What follows belongs to an exercise in optimizing a design on an open flow for small area; a production flow would make more cautious choices. In this exercise RTL edits were held to simulation tests only and were not proved equivalent to the original. Power figures rest on the tool's default switching activity, not on a simulated workload.

<file path="design.v">
package io_pkg;
  typedef logic [31:0] word_t;
  localparam int CLKS_PER_BIT = 8;
  localparam logic [7:0] BYTE_GREETING = 8'h99;  
  localparam logic [7:0] BYTE_LOADED   = 8'haa;  
  localparam int IMG_WIDTH  = 4;
  localparam int IMG_HEIGHT = 2;
  localparam int PIXELS     = IMG_WIDTH * IMG_HEIGHT;
  localparam int COLOR_MAX  = 255;
  localparam word_t DATA_BASE_ADDR = 32'h0000_0000;  
  localparam int FIFO_DEPTH = 8;
  localparam int FIFO_AW    = 3;
  localparam logic [7:0] ASCII_ZERO    = 8'h30;
  localparam logic [7:0] ASCII_SPACE   = 8'h20;
  localparam logic [7:0] ASCII_NEWLINE = 8'h0a;
  localparam logic [7:0] ASCII_P       = 8'h50;
  typedef struct packed {
    logic [31:0] addr;  
    word_t       data;
  } instr_wr_t;
  typedef struct packed {
    logic [31:0] addr;
    logic        rd;    
  } mem_rd_t;
  typedef struct packed {
    logic [7:0] blue;
    logic [7:0] green;
    logic [7:0] red;
  } rgb_pixel_t;
  typedef struct packed {
    logic [3:0] hund;
    logic [3:0] tens;
    logic [3:0] ones;
  } dec3_t;
  typedef enum logic [1:0] {LD_LEN, LD_WORD, LD_DONE} loader_state_e;
  typedef enum logic [3:0] {
    WR_INIT, WR_GREET, WR_WAIT_START, WR_LOADED, WR_WAIT_END, WR_HEADER,
    WR_READ, WR_WAIT_DATA, WR_HUND, WR_TENS, WR_ONES, WR_PIXEL, WR_IDLE
  } writer_state_e;
  typedef enum logic [1:0] {UART_IDLE, UART_START, UART_DATA, UART_STOP} uart_state_e;
endpackage
module uart_rx (
  input  logic       clk,
  input  logic       rstn,
  input  logic       rxd,
  output logic [7:0] rx_byte,
  output logic       rx_valid
);
  io_pkg::uart_state_e state;
  logic        rxd_meta;
  logic        rxd_s;      
  logic [15:0] clk_cnt;
  logic [2:0]  bit_cnt;
  always_ff @(posedge clk) begin
    if (!rstn) begin
      rxd_meta <= 1'b1;
      rxd_s    <= 1'b1;
    end else begin
      rxd_meta <= rxd;
      rxd_s    <= rxd_meta;
    end
  end
  always_ff @(posedge clk) begin
    if (!rstn) begin
      state    <= io_pkg::UART_IDLE;
      clk_cnt  <= '0;
      bit_cnt  <= '0;
      rx_valid <= 1'b0;
    end else begin
      rx_valid <= 1'b0;
      clk_cnt  <= clk_cnt + 16'd1;
      case (state)
        io_pkg::UART_IDLE: begin
          clk_cnt <= '0;
          if (!rxd_s) state <= io_pkg::UART_START;  
        end
        io_pkg::UART_START: begin
          if (clk_cnt == 16'(io_pkg::CLKS_PER_BIT / 2 - 1)) begin
            clk_cnt <= '0;
            bit_cnt <= '0;
            state   <= rxd_s ? io_pkg::UART_IDLE : io_pkg::UART_DATA;
          end
        end
        io_pkg::UART_DATA: begin
          if (clk_cnt == 16'(io_pkg::CLKS_PER_BIT - 1)) begin
            clk_cnt <= '0;
            bit_cnt <= bit_cnt + 3'd1;
            if (bit_cnt == 3'd7) state <= io_pkg::UART_STOP;
          end
        end
        default: begin
          if (clk_cnt == 16'(io_pkg::CLKS_PER_BIT - 1)) begin
            rx_valid <= rxd_s;                
            state    <= io_pkg::UART_IDLE;
          end
        end
      endcase
    end
  end
  always_ff @(posedge clk) begin
    if (state == io_pkg::UART_DATA && clk_cnt == 16'(io_pkg::CLKS_PER_BIT - 1))
      rx_byte <= {rxd_s, rx_byte[7:1]};
  end
endmodule
module uart_tx (
  input  logic       clk,
  input  logic       rstn,
  input  logic       fifo_empty,
  input  logic [7:0] fifo_byte,
  output logic       pop,
  output logic       txd
);
  io_pkg::uart_state_e state;
  logic [15:0] clk_cnt;
  logic [2:0]  bit_cnt;
  logic [7:0]  shreg;
  assign pop = (state == io_pkg::UART_IDLE) && !fifo_empty;
  always_ff @(posedge clk) begin
    if (!rstn) begin
      state   <= io_pkg::UART_IDLE;
      clk_cnt <= '0;
      bit_cnt <= '0;
      txd     <= 1'b1;                          
    end else begin
      clk_cnt <= clk_cnt + 16'd1;
      case (state)
        io_pkg::UART_IDLE: begin
          clk_cnt <= '0;
          bit_cnt <= '0;
          txd     <= !pop;                      
          if (pop) state <= io_pkg::UART_START;
        end
        io_pkg::UART_START, io_pkg::UART_DATA: begin
          if (clk_cnt == 16'(io_pkg::CLKS_PER_BIT - 1)) begin
            clk_cnt <= '0;
            if (state == io_pkg::UART_DATA && bit_cnt == 3'd7) begin
              txd   <= 1'b1;
              state <= io_pkg::UART_STOP;
            end else begin
              txd <= shreg[0];
              if (state == io_pkg::UART_DATA) bit_cnt <= bit_cnt + 3'd1;
              state <= io_pkg::UART_DATA;
            end
          end
        end
        default: begin
          if (clk_cnt == 16'(io_pkg::CLKS_PER_BIT - 1)) state <= io_pkg::UART_IDLE;
        end
      endcase
    end
  end
  always_ff @(posedge clk) begin
    if (pop)
      shreg <= fifo_byte;
    else if (state != io_pkg::UART_IDLE && clk_cnt == 16'(io_pkg::CLKS_PER_BIT - 1))
      shreg <= {1'b0, shreg[7:1]};
  end
endmodule
module program_loader (
  input  logic              clk,
  input  logic              rstn,
  input  logic [7:0]        rx_byte,
  input  logic              rx_valid,
  output io_pkg::instr_wr_t instr_wr,
  output logic              instr_wr_en,
  output logic              core_start
);
  io_pkg::loader_state_e state;
  logic [1:0]  byte_cnt;    
  logic [31:0] len_bytes;
  logic [31:0] len_next;
  logic [29:0] num_words;
  logic [29:0] word_idx;
  assign len_next = {rx_byte, len_bytes[31:8]};  
  always_ff @(posedge clk) begin
    if (!rstn) begin
      state       <= io_pkg::LD_LEN;
      byte_cnt    <= '0;
      len_bytes   <= '0;
      num_words   <= '0;
      word_idx    <= '0;
      instr_wr_en <= 1'b0;
      core_start  <= 1'b0;
    end else begin
      instr_wr_en <= 1'b0;
      core_start  <= 1'b0;
      case (state)
        io_pkg::LD_LEN: begin
          if (rx_valid) begin
            len_bytes <= len_next;
            byte_cnt  <= byte_cnt + 2'd1;
            if (byte_cnt == 2'd3) begin
              num_words <= len_next[31:2];      
              if (len_next[31:2] == '0) begin
                core_start <= 1'b1;
                state      <= io_pkg::LD_DONE;
              end else begin
                state <= io_pkg::LD_WORD;
              end
            end
          end
        end
        io_pkg::LD_WORD: begin
          if (rx_valid) begin
            byte_cnt <= byte_cnt + 2'd1;
            if (byte_cnt == 2'd3) begin
              instr_wr_en <= 1'b1;
              word_idx    <= word_idx + 30'd1;
              if (word_idx == num_words - 30'd1) begin
                core_start <= 1'b1;             
                state      <= io_pkg::LD_DONE;
              end
            end
          end
        end
        default: ;  
      endcase
    end
  end
  always_ff @(posedge clk) begin
    if (state == io_pkg::LD_WORD && rx_valid) begin
      instr_wr.data <= {rx_byte, instr_wr.data[31:8]};
      instr_wr.addr <= {word_idx, 2'b00};
    end
  end
endmodule
module tx_byte_fifo (
  input  logic       clk,
  input  logic       rstn,
  input  logic       push,
  input  logic [7:0] push_byte,
  input  logic       pop,
  output logic [7:0] fifo_byte,
  output logic       fifo_full,
  output logic       fifo_empty
);
  logic [7:0]                 mem [io_pkg::FIFO_DEPTH];
  logic [io_pkg::FIFO_AW-1:0] wr_ptr;
  logic [io_pkg::FIFO_AW-1:0] rd_ptr;
  logic [io_pkg::FIFO_AW:0]   count;
  assign fifo_byte  = mem[rd_ptr];    
  assign fifo_full  = (count == (io_pkg::FIFO_AW + 1)'(io_pkg::FIFO_DEPTH));
  assign fifo_empty = (count == '0);
  always_ff @(posedge clk) begin
    if (push) mem[wr_ptr] <= push_byte;
  end
  always_ff @(posedge clk) begin
    if (!rstn) begin
      wr_ptr <= '0;
      rd_ptr <= '0;
      count  <= '0;
    end else begin
      if (push) wr_ptr <= wr_ptr + 1'b1;    
      if (pop)  rd_ptr <= rd_ptr + 1'b1;
      case ({push, pop})
        2'b10:   count <= count + 1'b1;
        2'b01:   count <= count - 1'b1;
        default: ;
      endcase
    end
  end
endmodule
module frame_writer (
  input  logic            clk,
  input  logic            rstn,
  input  logic            core_start,
  input  logic            core_end,
  input  logic            fifo_full,
  output logic            push,
  output logic [7:0]      push_byte,
  output io_pkg::mem_rd_t mem_rd,
  input  io_pkg::word_t   mem_data,
  input  logic            mem_data_ready
);
  io_pkg::writer_state_e state;
  logic [3:0]         byte_idx;    
  logic [15:0]        pix_idx;
  logic               rd_pending;
  io_pkg::rgb_pixel_t pix;
  logic [7:0]         chan [3];    
  logic [7:0]         rem  [3];
  logic [3:0]         dec_hund [3];
  logic [3:0]         dec_tens [3];
  logic [3:0]         dec_ones [3];
  io_pkg::dec3_t      cur_dec;
  logic [7:0]         pixel_byte;
  function automatic logic [11:0] split_digit(input logic [7:0] value, input logic [7:0] unit);
    logic [3:0] digit;
    logic [7:0] rest;
    digit = 4'd0;
    rest  = value;
    for (int k = 0; k < 9; k++) begin
      if (rest >= unit) begin
        rest  = rest - unit;
        digit = digit + 4'd1;
      end
    end
    split_digit = {digit, rest};
  endfunction
  function automatic logic [7:0] const_digit(input int value, input int place);
    const_digit = 8'(io_pkg::ASCII_ZERO + (value / place) % 10);
  endfunction
  function automatic logic [7:0] header_byte(input logic [3:0] idx);
    case (idx)
      4'd0:        header_byte = io_pkg::ASCII_P;
      4'd1:        header_byte = const_digit(3, 1);
      4'd3:        header_byte = const_digit(io_pkg::IMG_WIDTH, 100);
      4'd4:        header_byte = const_digit(io_pkg::IMG_WIDTH, 10);
      4'd5:        header_byte = const_digit(io_pkg::IMG_WIDTH, 1);
      4'd6, 4'd10: header_byte = io_pkg::ASCII_SPACE;
      4'd7:        header_byte = const_digit(io_pkg::IMG_HEIGHT, 100);
      4'd8:        header_byte = const_digit(io_pkg::IMG_HEIGHT, 10);
      4'd9:        header_byte = const_digit(io_pkg::IMG_HEIGHT, 1);
      4'd11:       header_byte = const_digit(io_pkg::COLOR_MAX, 100);
      4'd12:       header_byte = const_digit(io_pkg::COLOR_MAX, 10);
      4'd13:       header_byte = const_digit(io_pkg::COLOR_MAX, 1);
      default:     header_byte = io_pkg::ASCII_NEWLINE;
    endcase
  endfunction
  assign chan[0] = pix.red;
  assign chan[1] = pix.green;
  assign chan[2] = pix.blue;
  assign cur_dec.hund = dec_hund[byte_idx[3:2]];
  assign cur_dec.tens = dec_tens[byte_idx[3:2]];
  assign cur_dec.ones = dec_ones[byte_idx[3:2]];
  always_comb begin
    case (byte_idx[1:0])
      2'd0:    pixel_byte = io_pkg::ASCII_ZERO + {4'd0, cur_dec.hund};
      2'd1:    pixel_byte = io_pkg::ASCII_ZERO + {4'd0, cur_dec.tens};
      2'd2:    pixel_byte = io_pkg::ASCII_ZERO + {4'd0, cur_dec.ones};
      default: pixel_byte = (byte_idx[3:2] == 2'd2) ? io_pkg::ASCII_NEWLINE : io_pkg::ASCII_SPACE;
    endcase
  end
  assign push = !fifo_full && (state == io_pkg::WR_GREET || state == io_pkg::WR_LOADED ||
                                state == io_pkg::WR_HEADER || state == io_pkg::WR_PIXEL);
  always_comb begin
    case (state)
      io_pkg::WR_LOADED: push_byte = io_pkg::BYTE_LOADED;
      io_pkg::WR_HEADER: push_byte = header_byte(byte_idx);
      io_pkg::WR_PIXEL:  push_byte = pixel_byte;
      default:           push_byte = io_pkg::BYTE_GREETING;
    endcase
  end
  always_ff @(posedge clk) begin
    if (!rstn) begin
      state      <= io_pkg::WR_INIT;
      byte_idx   <= '0;
      pix_idx    <= '0;
      rd_pending <= 1'b0;
      mem_rd     <= '0;
    end else begin
      mem_rd.rd <= 1'b0;
      if (mem_rd.rd) rd_pending <= 1'b1;
      else if (mem_data_ready) rd_pending <= 1'b0;
      case (state)
        io_pkg::WR_INIT:       state <= io_pkg::WR_GREET;
        io_pkg::WR_GREET:      if (push) state <= io_pkg::WR_WAIT_START;
        io_pkg::WR_WAIT_START: if (core_start) state <= io_pkg::WR_LOADED;
        io_pkg::WR_LOADED:     if (push) state <= io_pkg::WR_WAIT_END;
        io_pkg::WR_WAIT_END: begin
          byte_idx <= '0;
          if (core_end) state <= io_pkg::WR_HEADER;
        end
        io_pkg::WR_HEADER: begin
          if (push) begin
            byte_idx <= (byte_idx == 4'd14) ? 4'd0 : byte_idx + 4'd1;
            if (byte_idx == 4'd14) state <= io_pkg::WR_READ;
          end
        end
        io_pkg::WR_READ: begin
          mem_rd.addr <= io_pkg::DATA_BASE_ADDR + {14'd0, pix_idx, 2'b00};
          mem_rd.rd   <= 1'b1;
          state       <= io_pkg::WR_WAIT_DATA;
        end
        io_pkg::WR_WAIT_DATA: if (mem_data_ready) state <= io_pkg::WR_HUND;
        io_pkg::WR_HUND:      state <= io_pkg::WR_TENS;
        io_pkg::WR_TENS:      state <= io_pkg::WR_ONES;
        io_pkg::WR_ONES:      state <= io_pkg::WR_PIXEL;
        io_pkg::WR_PIXEL: begin
          if (push) begin
            byte_idx <= (byte_idx == 4'd11) ? 4'd0 : byte_idx + 4'd1;
            if (byte_idx == 4'd11) begin
              pix_idx <= pix_idx + 16'd1;
              state   <= (pix_idx == 16'(io_pkg::PIXELS - 1)) ? io_pkg::WR_IDLE
                                                             : io_pkg::WR_READ;
            end
          end
        end
        default: ;  
      endcase
    end
  end
  always_ff @(posedge clk) begin
    if (state == io_pkg::WR_WAIT_DATA && mem_data_ready) pix <= mem_data[23:0];
    for (int c = 0; c < 3; c++) begin
      if (state == io_pkg::WR_HUND) {dec_hund[c], rem[c]} <= split_digit(chan[c], 8'd100);
      if (state == io_pkg::WR_TENS) {dec_tens[c], rem[c]} <= split_digit(rem[c], 8'd10);
      if (state == io_pkg::WR_ONES) dec_ones[c] <= rem[c][3:0];
    end
  end
endmodule
module io_top (
  input  logic              clk,
  input  logic              rstn,
  input  logic              rxd,
  output logic              txd,
  output logic [31:0]       instr_wr_addr,
  output logic [31:0]       instr_wr_data,
  output logic              instr_wr_en,
  output logic              core_start,
  input  logic              core_end,
  output logic [31:0]       mem_rd_addr,
  output logic              mem_rd_rd,
  input  logic [31:0]       mem_data,
  input  logic              mem_data_ready
);
  logic [7:0] rx_byte;
  logic       rx_valid;
  logic       push;
  logic [7:0] push_byte;
  logic       pop;
  logic [7:0] fifo_byte;
  logic       fifo_full;
  logic       fifo_empty;
  io_pkg::instr_wr_t instr_wr;
  io_pkg::mem_rd_t   mem_rd;
  assign instr_wr_addr = instr_wr.addr;
  assign instr_wr_data = instr_wr.data;
  assign mem_rd_addr   = mem_rd.addr;
  assign mem_rd_rd     = mem_rd.rd;
  uart_rx u_uart_rx (
    .clk      (clk),
    .rstn     (rstn),
    .rxd      (rxd),
    .rx_byte  (rx_byte),
    .rx_valid (rx_valid)
  );
  program_loader u_program_loader (
    .clk         (clk),
    .rstn        (rstn),
    .rx_byte     (rx_byte),
    .rx_valid    (rx_valid),
    .instr_wr    (instr_wr),
    .instr_wr_en (instr_wr_en),
    .core_start  (core_start)
  );
  frame_writer u_frame_writer (
    .clk            (clk),
    .rstn           (rstn),
    .core_start     (core_start),
    .core_end       (core_end),
    .fifo_full      (fifo_full),
    .push           (push),
    .push_byte      (push_byte),
    .mem_rd         (mem_rd),
    .mem_data       (mem_data),
    .mem_data_ready (mem_data_ready)
  );
  tx_byte_fifo u_tx_byte_fifo (
    .clk        (clk),
    .rstn       (rstn),
    .push       (push),
    .push_byte  (push_byte),
    .pop        (pop),
    .fifo_byte  (fifo_byte),
    .fifo_full  (fifo_full),
    .fifo_empty (fifo_empty)
  );
  uart_tx u_uart_tx (
    .clk        (clk),
    .rstn       (rstn),
    .fifo_empty (fifo_empty),
    .fifo_byte  (fifo_byte),
    .pop        (pop),
    .txd        (txd)
  );
endmodule
</file>
<file path="run.sh">
#!/bin/bash
# synth_recipe.tcl (not shown) runs the flow's synth.tcl, then flattens the netlist and writes it again
# the make line also repeats each setting of config.mk as NAME=value (left out here)
make -C /OpenROAD-flow-scripts/flow DESIGN_CONFIG=/design/flow/config.mk WORK_HOME=/design/flow/orfs CLKGATE_MAP_FILE= SYNTH_SCRIPT=/design/flow/synth_recipe.tcl finish
</file>
<file path="config.mk">
export PLATFORM = sky130hd
export DESIGN_NAME = io_top
export DESIGN_NICKNAME = io_top
export VERILOG_FILES = /design/flow/design.v
export SDC_FILE = /design/flow/constraint.sdc
export NUM_CORES = 4
export LEC_CHECK = 0
export CAP_MARGIN = 20
export CORE_MARGIN = 2
export CORE_UTILIZATION = 40
export SLEW_MARGIN = 20
</file>
<file path="constraint.sdc">
create_clock -name core_clock -period 12.0 [get_ports {clk}]
set_input_delay 2.4000 -clock core_clock [delete_from_list [all_inputs] [get_ports {clk}]]
set_output_delay 2.4000 -clock core_clock [all_outputs]
set_load 0.01 [all_outputs]
</file>
==> key figures <==
Pwr
  – P_sw: ~1.0 mW
  – Peak supply drop: ~0.13 mV
  – Gate power share: 0.166
  – Cell internal pwr: ~2.8 mW
  – Seq pwr share: 0.423
  – Switching portion of total power: 0.269
  – PwrDens: 99.3 mW/mm^2
  – Leakage: 14.2 nW
  – Clock network fraction of design power: 0.410

Clock tree
  – CTS Sinks: 421
  – Clock Pin Slew Worst Setup and Hold Paths: 0.06 ns
  – Skew-Pair Late Insertion Delay: 0.61 ns
  – CTS Hold Bufs: 0
  – CTS H-tree lvls: 2
  – CTS tree: done
  – CTS max path bufs: 3
  – Root Buffer Master: clkbuf_16
  – Clock buffer count from CTS: 47

Synth
  – Post-synth top area cell: edfxtp_1
  – Ys flop type: edfxtp_1
  – Synth Register Bits: 421
  – Synthesized area per cell: ~8.5 um^2
  – Top cells by area, synth: edfxtp_1 20%, dfxtp_1 11%, nand2_1 5.7%
  – Sequential cell area fraction in the yosys report: 0.311
  – Library cells used by synthesis: 138
  – EDFF count, synth: 226
  – Mapped Cells: 4057
  – Synth warnings: 10
  – Synthesized area: approximately 0.034 mm^2
  – Top cell type's share of synthesized area: 0.198
  – Ys async rst share: 0

STA
  – Final worst path period need: 11.28 ns
  – Worst Max-Slew Pin Slew: between 1 and 1.5 ns
  – Min Hold Slack: 0.416 ns
  – Final period util: 0.940
  – Setup ws final: 0.721 ns
  – Final Max Slew Viols: 0
  – Fmax: about 89 MHz
  – Final hold vios: 0
  – Normalized max-slew margin: 0.271
  – Worst clock skew: 0.0381 ns
  – Final setup fails: 0

Placement
  – Port-buffer cells: 110
  – Dpl ws: 0.0553 ns
  – Hpwl dp: 64200 um
  – GP Congestion: 0.876

Floorplanning
  – I/O pin cnt: 137
  – Die H: 297 um
  – Die width: 297 um
  – Initial core utilization: 0.403
  – Die ar.: just under 0.09 mm^2
  – Row count: around 110
  – CORE AREA: roughly 0.085 mm^2

Global routing
  – Remaining Overflow, GRT: 0
  – Initial antenna violation count: 0
  – First-pass GRT wire length: 140000 um
  – Vias in the first global route: ~28k
  – Largest net degree at the start of global routing: slightly above 100
  – Tot GR Track Use: 0.185

Worst hold path
  – Worst Hold End: u_uart_rx.rxd_s
  – Min-delay worst type: reg2reg
  – Min-delay src: u_uart_rx.rxd_meta
  – WHS Path Cells: 1

Cells and area
  – Final nets: 4363
  – Share of cells above drive strength 1: 0.120
  – Ant. Diodes: 0
  – Commonest cells after routing, fill and taps aside: 519 x nand2_1, 325 x nor2_1, 250 x a21oi_1, 226 x edfxtp_1, 195 x dfxtp_1
  – Synthesis-to-finish area growth: 14.1%
  – Commonest non-fill, non-tap cell in the layout: nand2_1

Critical path
  – Cell count of the worst reg-to-reg path: 60
  – Endpoint class of the critical path: register
  – Critical Path AT: about 12 ns
  – CP peak stage delay: 0.52 ns
  – Worst path slowest cell: or4_1
  – R2r endpoint: u_frame_writer.rem[0][7]
  – CP dominant cell by count: nand2_1
  – Worst r2r src: u_frame_writer.pix[3]
  – CP Class: reg2reg
  – CP Data Required Time: 12.42 ns
  – Startpoint types: register
  – CP Max Fanout: 6
  – Worst R2R Setup Slack: 0.72 ns

Drt
  – DRC violations left: 0
  – DR WL/cell: approximately 16 um
  – Avg Vias per Cell: 5.66
  – Final ANT Viol Nets: 0
  – DR pass1 iterations: 6
  – Final WL: 86100 um
  – Vias after detailed routing: 30.3k
  – Iteration-0 DRC Markers: 2004

Run
  – Max Cap Viol: 0

Outcome
  – Status: complete, no violations
[registers in the layout (all words and copies together) (netlist names), 8 cells and up, named ones only]
signal                      cells
u_uart_rx.rx_byte               8
u_frame_writer.rem             24
u_uart_tx.clk_cnt              16
u_program_loader.instr_wr      62
u_tx_byte_fifo.mem             64
u_frame_writer.dec_ones        12
u_program_loader.len_bytes     22
u_frame_writer.dec_hund        12
u_program_loader.word_idx      30
u_frame_writer.mem_rd          17
u_frame_writer.pix_idx         16
u_frame_writer.pix             24
u_program_loader.num_words     30
u_frame_writer.dec_tens        12
u_uart_tx.shreg                 8
u_uart_rx.clk_cnt              16
[final cells by class]
type / instances / area (um^2)
Sequential cell: 421 / 10700
Timing Repair Buffer: 236 / 2060
Tap cell: 1144 / 1430
Clock inverter: 20 / 295
Fill cell: 8451 / 46000
Inverter: 162 / 617
Clock buffer: 68 / 1440
Multi-Input combinational cell: 3308 / 22600
[critical path: cells and delay by family (launching register included)]
kind / cells / cell delay (ns)
compound gates: 16 / 2.98
buf+inv: 8 / 0.75
fa+ha+maj: 9 / 1.84
xor+xnor: 1 / 0.18
mux: 4 / 1.30
flops: 1 / 0.43
simple gates: 22 / 3.61
[how the worst max path moves through the flow]
stage	endpoint	cells past startpoint	start	slack, ns
3_5_place_dp	u_frame_writer.dec_hund[0][1]	59	u_frame_writer.pix[3]	0.06
4_1_cts	u_frame_writer.dec_hund[0][1]	59	u_frame_writer.pix[3]	0.001
3_3_place_gp	u_frame_writer.dec_hund[0][1]	59	u_frame_writer.pix[3]	0.13
5_1_grt	u_frame_writer.dec_hund[2][1]	62	u_frame_writer.pix[19]	-0.12
2_1_floorplan	u_frame_writer.dec_hund[0][1]	60	u_frame_writer.pix[3]	0.15
6_report	u_frame_writer.rem[0][7]	60	u_frame_writer.pix[3]	0.72
[cells by family after synthesis]
group / after synthesis / share of synthesized area
DFF: 421 / 0.311
and+or+nand+nor: 1586 / 0.228
buffers and inverters: 345 / 0.0432
muxes: 155 / 0.0540
AOI/OAI and AO/OA: 1126 / 0.237
other: 1 / 0.000109
adders and majority gates: 150 / 0.0549
xor gates and xnor gates: 273 / 0.0709
[power by group through the flow]
| stage | sequential, mW | combinational [mW] | clock (mW) |
|---|---|---|---|
| 5_1_grt | 1.65 | 0.730 | 1.69 |
| 3_5_place_dp | 1.68 | 0.637 | 0 |
| 4_1_cts | 1.65 | 0.642 | 1.64 |
| 6_report | 1.65 | 0.645 | 1.60 |
| 3_3_place_gp | 1.68 | 0.630 | 0 |
| 2_1_floorplan | 1.65 | 0.514 | 0 |
[synth_stat cells, types with 18 or more instances]
library cell,count
and3_1,46
or3_1,42
a21o_1,30
nor3_1,106
or2_2,26
and2_1,58
o21ai_0,192
a31oi_1,40
a211oi_1,50
nor2_1,328
o22ai_1,24
nand4_1,50
nand3b_1,19
nor2b_1,50
o2111ai_1,18
a22oi_1,27
clkbuf_1,108
buf_4,24
or4_1,20
o21a_1,49
edfxtp_1,226
nand2_1,522
a221oi_1,18
nor4_1,38
inv_1,153
o211ai_1,44
buf_2,37
a21oi_1,258
mux2i_1,72
xor2_1,115
mux2_2,63
o31ai_1,29
o21ai_1,20
xnor2_1,154
ha_1,149
dfxtp_1,195
nand3_1,131
nor3b_1,20
nand2b_1,41
[what timing repair did]
item / 4_1_cts / 5_1_grt
buffers inserted: 0 / 15
resized for setup: 1 / 80
setup endpoints to repair: 2 / 30
pin swaps: 0 / 13
[layer usage]
| metal | wire length, um | up-vias | GRT usage |
|---|---|---|---|
| met2 | 40100 | 611 | 0.310 |
| met1 | 41300 | 14269 | 0.254 |
| met4 | 1650 | 0 | 0.0456 |
| li1 | - | 15351 | - |
| met3 | 3060 | 99 | 0.0187 |
| met5 | 0 | - | 0 |
[through the flow]
stage	TNS [ns]	util	std cells	area [um^2]	total power, mW
after floorplan	0	-	4074	34400	2.16
after CTS	0	0.454	5344	38700	3.93
after global placement	0	0.434	5256	36900	2.31
final	0	0.460	5359	39200	3.89
after global routing	-0.469	0.460	5359	39200	4.08
after detailed placement	0	0.434	5256	36900	2.31

-- port drivers added, routing unchanged --
Ports are ideal in the flow. The routed layout listed here was re-timed in OpenROAD.
Step 1 (the two cells are an assumption about what drives the block):
set clk [get_ports {clk}]
set_driving_cell -lib_cell sky130_fd_sc_hd__clkbuf_16 $clk
set_driving_cell -lib_cell sky130_fd_sc_hd__buf_2 [delete_from_list [all_inputs] $clk]
Step 2, shift: input delay + t, output delay - t, t = (earliest + latest rising clock arrival at the registers) / 2. This alone moves slack from input paths to output paths.
a / b / c = ideal ports / drivers / drivers and shift; a / b = the first two.
shift t [ns]: 0.657
slack for setup (ns): 0.721 / 0.721 / 0.721
clock arrival spread, ns: 0.041 / 0.041
worst data-port slew with drivers (ns): 0.07
cell pins on the clock port's net: 1
After both steps this run still meets setup and hold. The setup slack of this run moves by 0.000 ns with the drivers and by 0.000 ns with both steps.
